From an optimization exercise on the open Yosys and OpenROAD flow, aimed at small area; shortcuts taken in it are not production practice.
In this exercise RTL edits were held to simulation tests only and were not proved equivalent to the original.
Power and IR drop assume default switching activity.

==> flow/design.v <==
module snoop_responder #(
  parameter int LINE_SIZE = 512,
  parameter int ADDR_W    = 32,
  parameter int ENTRIES   = 8,
  parameter int LATENCY   = 2,
  parameter int BEAT_W    = 64
) (
  input  logic                 clk,
  input  logic                 reset,
  input  logic                 req_valid,
  output logic                 req_ready,
  input  logic [7:0]           req_op,
  input  logic [ADDR_W-1:0]    req_addr,
  input  logic                 pl_valid,
  output logic                 pl_ready,
  input  logic [ADDR_W-1:0]    pl_addr,
  input  logic [1:0]           pl_state,
  input  logic [LINE_SIZE-1:0] pl_data,
  output logic                 rsp_valid,
  output logic [1:0]           rsp_snoop,
  output logic                 data_valid,
  output logic [BEAT_W-1:0]    data_beat,
  output logic                 data_last
);
  localparam int OFF_W = 6;
  localparam int TAG_W = ADDR_W - OFF_W;
  localparam int BEATS = LINE_SIZE / BEAT_W;
  logic [1:0]           ent_mesi [ENTRIES];
  logic [TAG_W-1:0]     ent_tag  [ENTRIES];
  logic [LINE_SIZE-1:0] ent_dat  [ENTRIES];
  logic [2:0]           rr_ptr;
  logic                 st_wait, st_resp, st_dv, st_last;
  logic [BEATS-1:0]     nb;
  logic [BEAT_W-1:0]    beat_q;
  logic [ENTRIES-1:0]   lat_sel;      
  logic                 lat_rd;       
  logic                 lat_hs, lat_hm;   
  logic idle;
  logic [TAG_W-1:0] lk_tag;
  logic [ENTRIES-1:0] hit, we;
  logic any_hit, hit_m;
  logic req_acc, pl_acc, alloc;
  logic is_rd, is_snp;
  logic [BEATS-1:0] nbg;
  logic [BEAT_W-1:0] beat_d;
  assign idle    = !(st_wait || st_resp || st_dv);
  assign lk_tag  = pl_valid ? pl_addr[ADDR_W-1:OFF_W] : req_addr[ADDR_W-1:OFF_W];
  assign req_acc = req_valid && req_ready;
  assign pl_acc  = pl_valid && pl_ready;
  assign is_rd   = (req_op == 8'h01);
  assign is_snp  = is_rd || (req_op == 8'h03) || (req_op == 8'h04);
  always_comb begin
    hit_m = 1'b0;
    for (int i = 0; i < ENTRIES; i++) begin
      hit[i] = (ent_mesi[i] != 2'b00) && (ent_tag[i] == lk_tag);
      if (hit[i] && ent_mesi[i] == 2'b11) hit_m = 1'b1;
    end
    any_hit = |hit;
  end
  assign alloc = pl_acc && !any_hit && (pl_state != 2'b00);
  always_comb begin
    for (int i = 0; i < ENTRIES; i++)
      we[i] = (pl_acc && hit[i]) || (alloc && rr_ptr == 3'(i));
  end
  always_comb begin
    pl_ready   = idle && !reset;
    req_ready  = idle && !reset && !pl_valid;
    rsp_valid  = st_resp;
    rsp_snoop  = {st_resp && lat_hm, st_resp && lat_hs};
    data_valid = st_dv;
    data_last  = st_last;
    data_beat  = beat_q;
  end
  assign nbg = reset ? '0 : nb;
  always_comb begin
    beat_d = '0;
    for (int e = 0; e < ENTRIES; e++)
      for (int k = 0; k < BEATS; k++)
        if (lat_sel[e] && nbg[k])
          beat_d = beat_d | ent_dat[e][k*BEAT_W +: BEAT_W];
  end
  always_ff @(posedge clk) begin
    beat_q <= beat_d;
    if (reset) begin
      st_wait <= 1'b0;
      st_resp <= 1'b0;
      st_dv   <= 1'b0;
      st_last <= 1'b0;
      nb      <= '0;
      rr_ptr  <= '0;
      for (int i = 0; i < ENTRIES; i++) ent_mesi[i] <= 2'b00;
    end else begin
      st_wait <= req_acc;
      st_resp <= st_wait;
      st_dv   <= |nb;
      st_last <= nb[BEATS-1];
      nb      <= {nb[BEATS-2:0], st_wait && lat_hm};
      if (alloc) rr_ptr <= rr_ptr + 3'd1;
      for (int i = 0; i < ENTRIES; i++) begin
        if (we[i]) ent_mesi[i] <= pl_state;
        if (st_resp && lat_sel[i]) ent_mesi[i] <= lat_rd ? 2'b01 : 2'b00;
      end
    end
  end
  always_ff @(posedge clk) begin
    for (int i = 0; i < ENTRIES; i++) begin
      if (we[i]) begin
        ent_tag[i] <= lk_tag;
        ent_dat[i] <= pl_data;
      end
    end
    if (req_acc) begin
      lat_sel <= is_snp ? hit : '0;
      lat_rd  <= is_rd;
      lat_hs  <= is_snp && any_hit && !hit_m;
      lat_hm  <= is_snp && hit_m;
    end
  end
endmodule
==> flow/config.mk <==
export PLATFORM = sky130hd
export DESIGN_NAME = snoop_responder
export DESIGN_NICKNAME = snoop_responder
export VERILOG_FILES = /design/flow/design.v
export SDC_FILE = /design/flow/constraint.sdc
export NUM_CORES = 4
export LEC_CHECK = 0
export CAP_MARGIN = 20
export CORE_MARGIN = 2
export CORE_UTILIZATION = 60
export CTS_BUF_LIST = sky130_fd_sc_hd__clkbuf_16
export CTS_CLUSTER_DIAMETER = 70
export CTS_CLUSTER_SIZE = 18
export SLEW_MARGIN = 20
==> flow/constraint.sdc <==
create_clock -name core_clock -period 5.0 [get_ports {clk}]
set_input_delay 1.0000 -clock core_clock [delete_from_list [all_inputs] [get_ports {clk}]]
set_output_delay 1.0000 -clock core_clock [all_outputs]
set_load 0.01 [all_outputs]
run.sh (not shown) runs the stock make flow with config.mk's settings and CLKGATE_MAP_FILE= SYNTH_SCRIPT=/design/flow/synth_recipe.tcl, a recipe that flattens the netlist after the stock synthesis.
Next try:
- CORE_UTILIZATION: 60 -> 70
- CTS_CLUSTER_DIAMETER: 70 -> 80
- CTS_CLUSTER_SIZE: 18 -> 24
After rerunning:
- The changed run completed without violations
- utilization is higher by 9.9 points
- register-to-register slack degrades by 0.14 ns
- design area goes down by a few percent
- sequential power stays flat
- power is lower by a few percent

-- separate check: timing with driven ports --
No port has a modelled driver above. Below, the same layouts with a new extraction and two added sets of constraints. Step 1: set_driving_cell puts a clkbuf_16 on clk and a buf_2 on each other input, an assumption about the parent block. Step 2 times the ports against the registers' clock, not the clock port: input delays grow and output delays shrink by t, the midpoint of the rising clock arrivals with the driver on. a / b / c = ideal / step 1 / step 2; a / b = the first two.
| run | t, ns | setup WS [ns] | worst slew at a driven data input, ns | cell pins on the clock port's net |
|---|---|---|---|---|
| the first run | 1.044 | 1.015 / 0.994 / 0.080 | 0.23 | 1 |
| the second run | 1.000 | 0.736 / 0.821 / -0.179 | 0.31 | 1 |
Met with ideal ports but missed after step 2: setup timing in the second run. For the first run, which loses most, drivers alone change the setup slack by -0.021 ns; drivers and shift together by -0.935 ns.
